This is an optimization exercise on Yosys and OpenROAD, whose aim is small area, not a production implementation.
In this exercise RTL edits were held to simulation tests only and were not proved equivalent to the original.
No activity file was given, so power comes from the tool's default toggle rates.

== purple ==
==> flow/design.v (excerpt) <==
module intra_pred_regs (
	input  logic         clk,
	input  logic         rst_n,
	input  logic         ena,
	input  logic [4:0]   blk4x4_counter,
	input  logic [35:0]  pred_wr,          
	input  logic [34:0]  up_wr,            
	input  logic [36:0]  left_wr,          
	input  logic [2:0]   preload_counter,
	input  logic [95:0]  line_ram,         
	output logic [127:0] intra_pred,
	output logic [127:0] up_mb,
	output logic [127:0] left_mb
);
Size in the first run: about 660 flip-flops, roughly 600 I/O pins, roughly 25,000 um^2 of cells after synthesis.
==> flow/config.mk <==
export PLATFORM = sky130hd
export DESIGN_NAME = intra_pred_regs
export DESIGN_NICKNAME = intra_pred_regs
export VERILOG_FILES = /design/flow/design.v
export SDC_FILE = /design/flow/constraint.sdc
export NUM_CORES = 4
export LEC_CHECK = 0
export CAP_MARGIN = 20
export CORE_MARGIN = 2
export CORE_UTILIZATION = 60
export PLACE_DENSITY = 0.75
export SLEW_MARGIN = 20
export SYNTH_HIERARCHICAL = 1
==> flow/constraint.sdc <==
create_clock -name core_clock -period 4.0 [get_ports {clk}]
set_input_delay 0.8000 -clock core_clock [delete_from_list [all_inputs] [get_ports {clk}]]
set_output_delay 0.8000 -clock core_clock [all_outputs]
set_load 0.01 [all_outputs]
standard.sh (not shown) runs the stock make flow with config.mk's settings and CLKGATE_MAP_FILE= SYNTH_SCRIPT=/design/flow/synth_recipe.tcl, a recipe that flattens the netlist after the stock synthesis.
==> flow/flow/run.sh <==
#!/bin/bash
# Layout: the standard flow, with two changes:
#  - port buffers are the smallest buffer, buf_1
#  - CTS builds the tree from small clock buffers and adds no dummy loads
set -euo pipefail
bash standard.sh \
  BUFFER_PORTS_ARGS="-buffer_cell sky130_fd_sc_hd__buf_1" \
  CTS_ARGS="-sink_clustering_enable -repair_clock_nets -buf_list sky130_fd_sc_hd__clkbuf_4 -sink_clustering_size 10 -sink_clustering_max_diameter 40 -dont_use_dummy_load" \
  finish > standard_flow.log 2>&1
Here is what was changed in the inputs of red compared with purple.
==> flow/flow/run.sh <==
#!/bin/bash
# Layout: the standard flow, with two changes:
#  - port buffers are the smallest buffer, buf_1
#  - CTS builds the tree from small clock buffers and adds no dummy loads
set -euo pipefail
bash standard.sh \
  BUFFER_PORTS_ARGS="-buffer_cell sky130_fd_sc_hd__buf_1" \
  CTS_ARGS="-sink_clustering_enable -repair_clock_nets -buf_list sky130_fd_sc_hd__clkbuf_8 -sink_clustering_size 16 -sink_clustering_max_diameter 60 -dont_use_dummy_load" \
  finish > standard_flow.log 2>&1
--- a/flow/config.mk
+++ b/flow/config.mk
@@ -8,6 +8,6 @@
 export CAP_MARGIN = 20
 export CORE_MARGIN = 2
-export CORE_UTILIZATION = 60
-export PLACE_DENSITY = 0.75
+export CORE_UTILIZATION = 80
+export PLACE_DENSITY = 0.9
 export SLEW_MARGIN = 20
 export SYNTH_HIERARCHICAL = 1
## What came out
- red completed every stage of the flow, and the final layout passed the timing, DRC and antenna checks.
- Final standard cell area without fillers, red and purple: lower on red
- Proportion of final cell area spent on non-clock buffers on red is down relative to purple.
- red consumes more power than purple does.
- [compare] base=purple new=red: worst hold margin now sits higher; clock tree buffer count of the final layout now sits lower.
- On headroom to the max-slew limit: between red and purple, it ends up higher for red.
- The core of red is more densely filled than that of purple.
- On total wire length after detailed routing, the lower figure sits with purple, not red.

* * *

The RTL this note starts from:
==> flow/design.v <==
module ip_hold #(parameter int W = 32) (
	input  logic         we,
	input  logic         web,
	input  logic [W-1:0] n,
	input  logic [W-1:0] q,
	output logic [W-1:0] d
);
	assign d = ({W{we}} & n) | ({W{web}} & q);
endmodule
module ip_sel3 #(parameter int W = 32) (
	input  logic         s0,
	input  logic         s1,
	input  logic         s2,
	input  logic [W-1:0] a0,
	input  logic [W-1:0] a1,
	input  logic [W-1:0] a2,
	output logic [W-1:0] y
);
	assign y = ({W{s0}} & a0) | ({W{s1}} & a1) | ({W{s2}} & a2);
endmodule
module ip_mask #(parameter int W = 32) (
	input  logic         sb,
	input  logic [W-1:0] qn,
	output logic [W-1:0] y
);
	assign y = ~({W{sb}} | qn);
endmodule
module intra_pred_regs (
	input  logic         clk,
	input  logic         rst_n,
	input  logic         ena,
	input  logic [4:0]   blk4x4_counter,
	input  logic [35:0]  pred_wr,          
	input  logic [34:0]  up_wr,            
	input  logic [36:0]  left_wr,          
	input  logic [2:0]   preload_counter,
	input  logic [95:0]  line_ram,         
	output logic [127:0] intra_pred,
	output logic [127:0] up_mb,
	output logic [127:0] left_mb
);
	logic sel_l, sel_b, sel_r;
	assign sel_l = ~blk4x4_counter[4];
	assign sel_b = blk4x4_counter[4] & ~blk4x4_counter[3] & ~blk4x4_counter[2];
	assign sel_r = blk4x4_counter[4] & (blk4x4_counter[3] | blk4x4_counter[2]);
	logic [127:0] pn_q;                    
	logic [127:0] pn_d;
	logic [3:0]   pv_q;
	logic         p_dc, p_col;
	logic [1:0]   p_c;
	logic [3:0]   p_we;
	logic [31:0]  p_nn;                    
	logic [31:0]  p_cq [4];                
	logic [31:0]  p_cd [4];
	assign p_dc  = ena & (pred_wr[35:34] == 2'd2);
	assign p_col = ena & (pred_wr[35:34] == 2'd1);
	assign p_c   = ~pred_wr[33:32];        
	always_comb begin
		for (int r = 0; r < 4; r++)
			p_nn[r*8 +: 8] = p_dc ? ~pred_wr[7:0] : ~pred_wr[r*8 +: 8];
		for (int c = 0; c < 4; c++)
			p_we[c] = p_dc | (p_col & (p_c == 2'(c)));
	end
	always_ff @(posedge clk or negedge rst_n) begin
		if (!rst_n) pv_q <= '0;
		else        pv_q <= pv_q | p_we;
	end
	for (genvar c = 0; c < 4; c++) begin : g_pcol
		for (genvar r = 0; r < 4; r++) begin : g_prow
			assign p_cq[c][r*8 +: 8]          = pn_q[(4*r+c)*8 +: 8];
			assign pn_d[(4*r+c)*8 +: 8]       = p_cd[c][r*8 +: 8];
		end
		ip_hold #(32) u_hold (.we(p_we[c]), .web(~p_we[c]), .n(p_nn), .q(p_cq[c]), .d(p_cd[c]));
		ip_mask #(32) u_mask (.sb(~pv_q[c]), .qn(p_cq[c]), .y({
			intra_pred[(12+c)*8 +: 8], intra_pred[(8+c)*8 +: 8],
			intra_pred[(4+c)*8 +: 8], intra_pred[c*8 +: 8]}));
	end
	always_ff @(posedge clk) pn_q <= pn_d;
	logic [127:0] ul_q, ul_d;              
	logic [63:0]  ub_q, ub_d, ur_q, ur_d;
	logic [3:0]   ulv_q;
	logic [1:0]   ucv_q;                   
	logic         u_pre;
	logic [1:0]   u_slot;
	logic [3:0]   ul_we;
	logic [1:0]   uc_we;
	logic [31:0]  ul_n, ul_nn;
	logic [31:0]  ul_nk [4];               
	assign u_pre  = (preload_counter != 3'd0) && (preload_counter <= 3'd4);
	assign u_slot = 2'(3'd4 - preload_counter);
	assign ul_n   = u_pre ? line_ram[95:64] : up_wr[31:0];
	assign ul_nn  = u_pre ? ~line_ram[95:64] : ~up_wr[31:0];
	assign ul_nk[0] = ul_n;
	assign ul_nk[1] = ul_n;
	assign ul_nk[2] = ul_nn;
	assign ul_nk[3] = ul_nn;
	assign uc_we[0] = ena & (preload_counter == 3'd2);
	assign uc_we[1] = ena & (preload_counter == 3'd1);
	always_comb begin
		for (int q = 0; q < 4; q++)
			ul_we[q] = ena & (u_pre ? (u_slot == 2'(q)) : (up_wr[34] & (up_wr[33:32] == 2'(q))));
	end
	always_ff @(posedge clk or negedge rst_n) begin
		if (!rst_n) begin
			ulv_q <= '0;
			ucv_q <= '0;
		end else begin
			ulv_q <= ulv_q | ul_we;
			ucv_q <= ucv_q | uc_we;
		end
	end
	for (genvar k = 0; k < 4; k++) begin : g_ul
		ip_hold #(32) u_hold (.we(ul_we[k]), .web(~ul_we[k]), .n(ul_nk[k]),
			.q(ul_q[k*32 +: 32]), .d(ul_d[k*32 +: 32]));
	end
	for (genvar k = 0; k < 2; k++) begin : g_uc
		ip_hold #(32) u_hold_b (.we(uc_we[k]), .web(~uc_we[k]), .n(line_ram[63:32]),
			.q(ub_q[k*32 +: 32]), .d(ub_d[k*32 +: 32]));
		ip_hold #(32) u_hold_r (.we(uc_we[k]), .web(~uc_we[k]), .n(line_ram[31:0]),
			.q(ur_q[k*32 +: 32]), .d(ur_d[k*32 +: 32]));
	end
	always_ff @(posedge clk) begin
		ul_q <= ul_d;
		ub_q <= ub_d;
		ur_q <= ur_d;
	end
	logic [127:0] ll_q, ll_d;              
	logic [63:0]  lb_q, lb_d, lr_q, lr_d;
	logic [3:0]   llv_q;
	logic [1:0]   lbv_q, lrv_q;
	logic [3:0]   ll_we;
	logic [1:0]   lb_we, lr_we;
	logic         l_wr;
	logic [31:0]  ll_nk [4];
	assign ll_nk[0] = left_wr[31:0];
	assign ll_nk[1] = left_wr[31:0];
	assign ll_nk[2] = ~left_wr[31:0];
	assign ll_nk[3] = ~left_wr[31:0];
	assign l_wr = ena & left_wr[34];
	always_comb begin
		for (int q = 0; q < 4; q++)
			ll_we[q] = l_wr & (left_wr[36:35] == 2'd0) & (left_wr[33:32] == 2'(q));
		for (int q = 0; q < 2; q++) begin
			lb_we[q] = l_wr & (left_wr[36:35] == 2'd1) & (left_wr[32] == 1'(q));
			lr_we[q] = l_wr & (left_wr[36:35] == 2'd2) & (left_wr[32] == 1'(q));
		end
	end
	always_ff @(posedge clk or negedge rst_n) begin
		if (!rst_n) begin
			llv_q <= '0;
			lbv_q <= '0;
			lrv_q <= '0;
		end else begin
			llv_q <= llv_q | ll_we;
			lbv_q <= lbv_q | lb_we;
			lrv_q <= lrv_q | lr_we;
		end
	end
	for (genvar k = 0; k < 4; k++) begin : g_ll
		ip_hold #(32) u_hold (.we(ll_we[k]), .web(~ll_we[k]), .n(ll_nk[k]),
			.q(ll_q[k*32 +: 32]), .d(ll_d[k*32 +: 32]));
	end
	for (genvar k = 0; k < 2; k++) begin : g_lc
		ip_hold #(32) u_hold_b (.we(lb_we[k]), .web(~lb_we[k]), .n(left_wr[31:0]),
			.q(lb_q[k*32 +: 32]), .d(lb_d[k*32 +: 32]));
		ip_hold #(32) u_hold_r (.we(lr_we[k]), .web(~lr_we[k]), .n(left_wr[31:0]),
			.q(lr_q[k*32 +: 32]), .d(lr_d[k*32 +: 32]));
	end
	always_ff @(posedge clk) begin
		ll_q <= ll_d;
		lb_q <= lb_d;
		lr_q <= lr_d;
	end
	for (genvar k = 0; k < 2; k++) begin : g_lo
		ip_sel3 #(32) u_up (.s0(sel_l & ulv_q[k]), .s1(sel_b & ucv_q[k]), .s2(sel_r & ucv_q[k]),
			.a0(ul_q[k*32 +: 32]), .a1(ub_q[k*32 +: 32]), .a2(ur_q[k*32 +: 32]), .y(up_mb[k*32 +: 32]));
		ip_sel3 #(32) u_left (.s0(sel_l & llv_q[k]), .s1(sel_b & lbv_q[k]), .s2(sel_r & lrv_q[k]),
			.a0(ll_q[k*32 +: 32]), .a1(lb_q[k*32 +: 32]), .a2(lr_q[k*32 +: 32]), .y(left_mb[k*32 +: 32]));
	end
	for (genvar k = 2; k < 4; k++) begin : g_hi
		ip_mask #(32) u_up (.sb(~(sel_l & ulv_q[k])), .qn(ul_q[k*32 +: 32]), .y(up_mb[k*32 +: 32]));
		ip_mask #(32) u_left (.sb(~(sel_l & llv_q[k])), .qn(ll_q[k*32 +: 32]), .y(left_mb[k*32 +: 32]));
	end
endmodule
clock: 4.0 ns
lec_check: 0
cap_margin: 20
core_margin: 2
core_utilization: 40
slew_margin: 20
synth_hierarchical: 1
==> flow/flow/run.sh <==
#!/bin/bash
# Layout: the standard flow, with two changes:
#  - port buffers are the smallest buffer, buf_1
#  - CTS builds the tree from small clock buffers and adds no dummy loads
set -euo pipefail
bash standard.sh \
  BUFFER_PORTS_ARGS="-buffer_cell sky130_fd_sc_hd__buf_1" \
  CTS_ARGS="-sink_clustering_enable -repair_clock_nets -buf_list sky130_fd_sc_hd__clkbuf_4 -dont_use_dummy_load" \
  finish > standard_flow.log 2>&1
Next try:
--- a/flow/flow/run.sh
+++ b/flow/flow/run.sh
@@ -6,4 +6,4 @@
 bash standard.sh \
   BUFFER_PORTS_ARGS="-buffer_cell sky130_fd_sc_hd__buf_1" \
-  CTS_ARGS="-sink_clustering_enable -repair_clock_nets -buf_list sky130_fd_sc_hd__clkbuf_4 -dont_use_dummy_load" \
+  CTS_ARGS="-sink_clustering_enable -repair_clock_nets -buf_list sky130_fd_sc_hd__clkbuf_16 -sink_clustering_size 24 -sink_clustering_max_diameter 80 -dont_use_dummy_load" \
   finish > standard_flow.log 2>&1
What happened: Sequential cell count does not change; wire length went down by 2.4%; non-clock buffer count went down by 20; synthesized cell count does not change; area after synthesis does not change; total power went down by 4.2%; global-route usage went down by 0.91 points; die area does not change; cell count went down by 4.3%; core utilization went down by 0.99 points; combinational power barely changes.
Next try:
==> flow/flow/run.sh (replaced) <==
#!/bin/bash
# Layout: the standard flow, with two changes:
#  - port buffers are the smallest buffer, buf_1
#  - CTS builds the tree from small clock buffers and adds no dummy loads
set -euo pipefail
bash standard.sh \
  BUFFER_PORTS_ARGS="-buffer_cell sky130_fd_sc_hd__buf_1" \
  CTS_ARGS="-sink_clustering_enable -repair_clock_nets -buf_list sky130_fd_sc_hd__clkbuf_8 -sink_clustering_size 12 -sink_clustering_max_diameter 60 -dont_use_dummy_load" \
  finish > standard_flow.log 2>&1
Settings changed: CORE_UTILIZATION 40 to 65.
The changed run produced a clean layout.
Non-clock buffer count went down by 10.
Synthesized area stays the same.
Synthesized cell count does not change.
Setup slack improves by 0.14 ns.
Flip-flop and latch count does not change.
Cell count went down by 8.6%.
Design area went down by about 2%.
Maximum frequency went up by about 4%.
Clock power went down by about 7.5%.
First-iteration DRC count went up by 13%.
Next try:
==> flow/run.sh (new file) <==
#!/bin/bash
# synth_recipe.tcl (not shown) runs the flow's synth.tcl, then flattens the netlist and writes it again
# the make line also repeats each setting of config.mk as NAME=value (left out here)
make -C /OpenROAD-flow-scripts/flow DESIGN_CONFIG=/design/flow/config.mk WORK_HOME=/design/flow/orfs CLKGATE_MAP_FILE= SYNTH_SCRIPT=/design/flow/synth_recipe.tcl finish
Settings changed: CORE_UTILIZATION 65 to 40.
removed: flow/flow/run.sh
removed: flow/standard.sh
=>
- cell count rose by 13%
- register-to-register slack got worse by 0.13 ns
- global-route usage shrinks by 12 points
- power goes up by 28%
- routed wire length grows by 12%
- non-clock buffer count rises by 23

* * *

RTL: the design.v shown in full above, as it stands there.
Settings: LEC_CHECK=0, CAP_MARGIN=20, CORE_MARGIN=2, CORE_UTILIZATION=60, PLACE_DENSITY=0.75, SLEW_MARGIN=20, SYNTH_HIERARCHICAL=1; clock period 4.0 ns.
==> flow/flow/run.sh <==
#!/bin/bash
# Layout: the standard flow, with two changes:
#  - port buffers are the smallest buffer, buf_1
#  - CTS builds the tree from small clock buffers and adds no dummy loads
set -euo pipefail
bash standard.sh \
  BUFFER_PORTS_ARGS="-buffer_cell sky130_fd_sc_hd__buf_1" \
  CTS_ARGS="-sink_clustering_enable -repair_clock_nets -buf_list sky130_fd_sc_hd__clkbuf_8 -sink_clustering_size 16 -sink_clustering_max_diameter 60 -dont_use_dummy_load" \
  RECOVER_POWER=100 \
  finish > standard_flow.log 2>&1
The baseline finished but failed the layout checks on capacitance limit, slew limit.
Then changed:
--- a/flow/flow/run.sh
+++ b/flow/flow/run.sh
@@ -7,4 +7,3 @@
   BUFFER_PORTS_ARGS="-buffer_cell sky130_fd_sc_hd__buf_1" \
   CTS_ARGS="-sink_clustering_enable -repair_clock_nets -buf_list sky130_fd_sc_hd__clkbuf_8 -sink_clustering_size 16 -sink_clustering_max_diameter 60 -dont_use_dummy_load" \
-  RECOVER_POWER=100 \
   finish > standard_flow.log 2>&1
Settings changed: CORE_UTILIZATION 60 to 40, PLACE_DENSITY 0.75 to unset.
=> With this change the flow went through all stages and came out clean. Synthesized area stays the same. Cell count went up by roughly a tenth. Core utilization decreases by 21 points. Combinational power is about the same. Total power is higher slightly. Die area is higher by well over a third. Worst setup slack is better by 0.13 ns. Cell area rises by a few percent. First-iteration DRC count goes down by about a fifth. Routed wire length rises by a few percent.
Then changed:
Settings changed: CORE_UTILIZATION 40 to 60, PLACE_DENSITY set to 0.75.
What happened: The new run ran to the end with no violations. Design area decreases by 1.8%. Wire length decreases by 4.5%. Die area decreases by 33%. Clock skew does not change.
Then changed:
Settings changed: CAP_MARGIN 20 to 0, CORE_UTILIZATION 60 to 40, PLACE_DENSITY 0.75 to unset, SLEW_MARGIN 20 to 0.
Result: First-iteration DRC count shrinks by about 32%. Worst hold slack improves by 0.10 ns. Sequential cell count is unchanged. Wire length goes up by about 5%. Maximum frequency hardly moves. Cell area increases by about 1.7%. Synthesized cell count does not change.

[re-timing with driven ports]
How much do the figures lean on ideal ports? The routed layouts below were timed once more, with nothing changed but the port constraints. Step 1, drivers: a clkbuf_16 drives clk and a buf_2 each remaining input, both assumed. Step 2 also shifts input and output timing later by t, the mid clock arrival at the registers, as if the neighbouring blocks saw the same clock. Three values: ideal ports, drivers, drivers and shift; two values: the first two.
| run | shift t [ns] | setup slack, ns | worst setup path after step 2 |
|---|---|---|---|
| purple | 0.858 | 0.547 / 0.527 / 0.515 | input to register |
| red | 0.642 | 0.551 / 0.501 / 0.501 | input to output |
| the first run of note 2 | 0.969 | 0.224 / 0.167 / 0.408 | input to output |
| the second run of note 2 | 0.620 | 0.438 / 0.405 / 0.405 | input to output |
| the third run of note 2 | 0.735 | 0.578 / 0.490 / 0.490 | input to output |
| the fourth run of note 2 | 0.660 | 0.116 / 0.020 / 0.020 | input to output |
| the first run of note 3 | 0.688 | 0.322 / 0.234 / -0.123 | input to register |
| the second run of note 3 | 0.699 | 0.457 / 0.422 / 0.422 | input to output |
| the third run of note 3 | 0.689 | 0.427 / 0.407 / 0.170 | input to register |
| the fourth run of note 3 | 0.696 | 0.437 / 0.406 / 0.406 | input to output |
The setup slack of the first run of note 3, which loses most, moves by -0.088 ns with the drivers and by -0.445 ns with both steps.
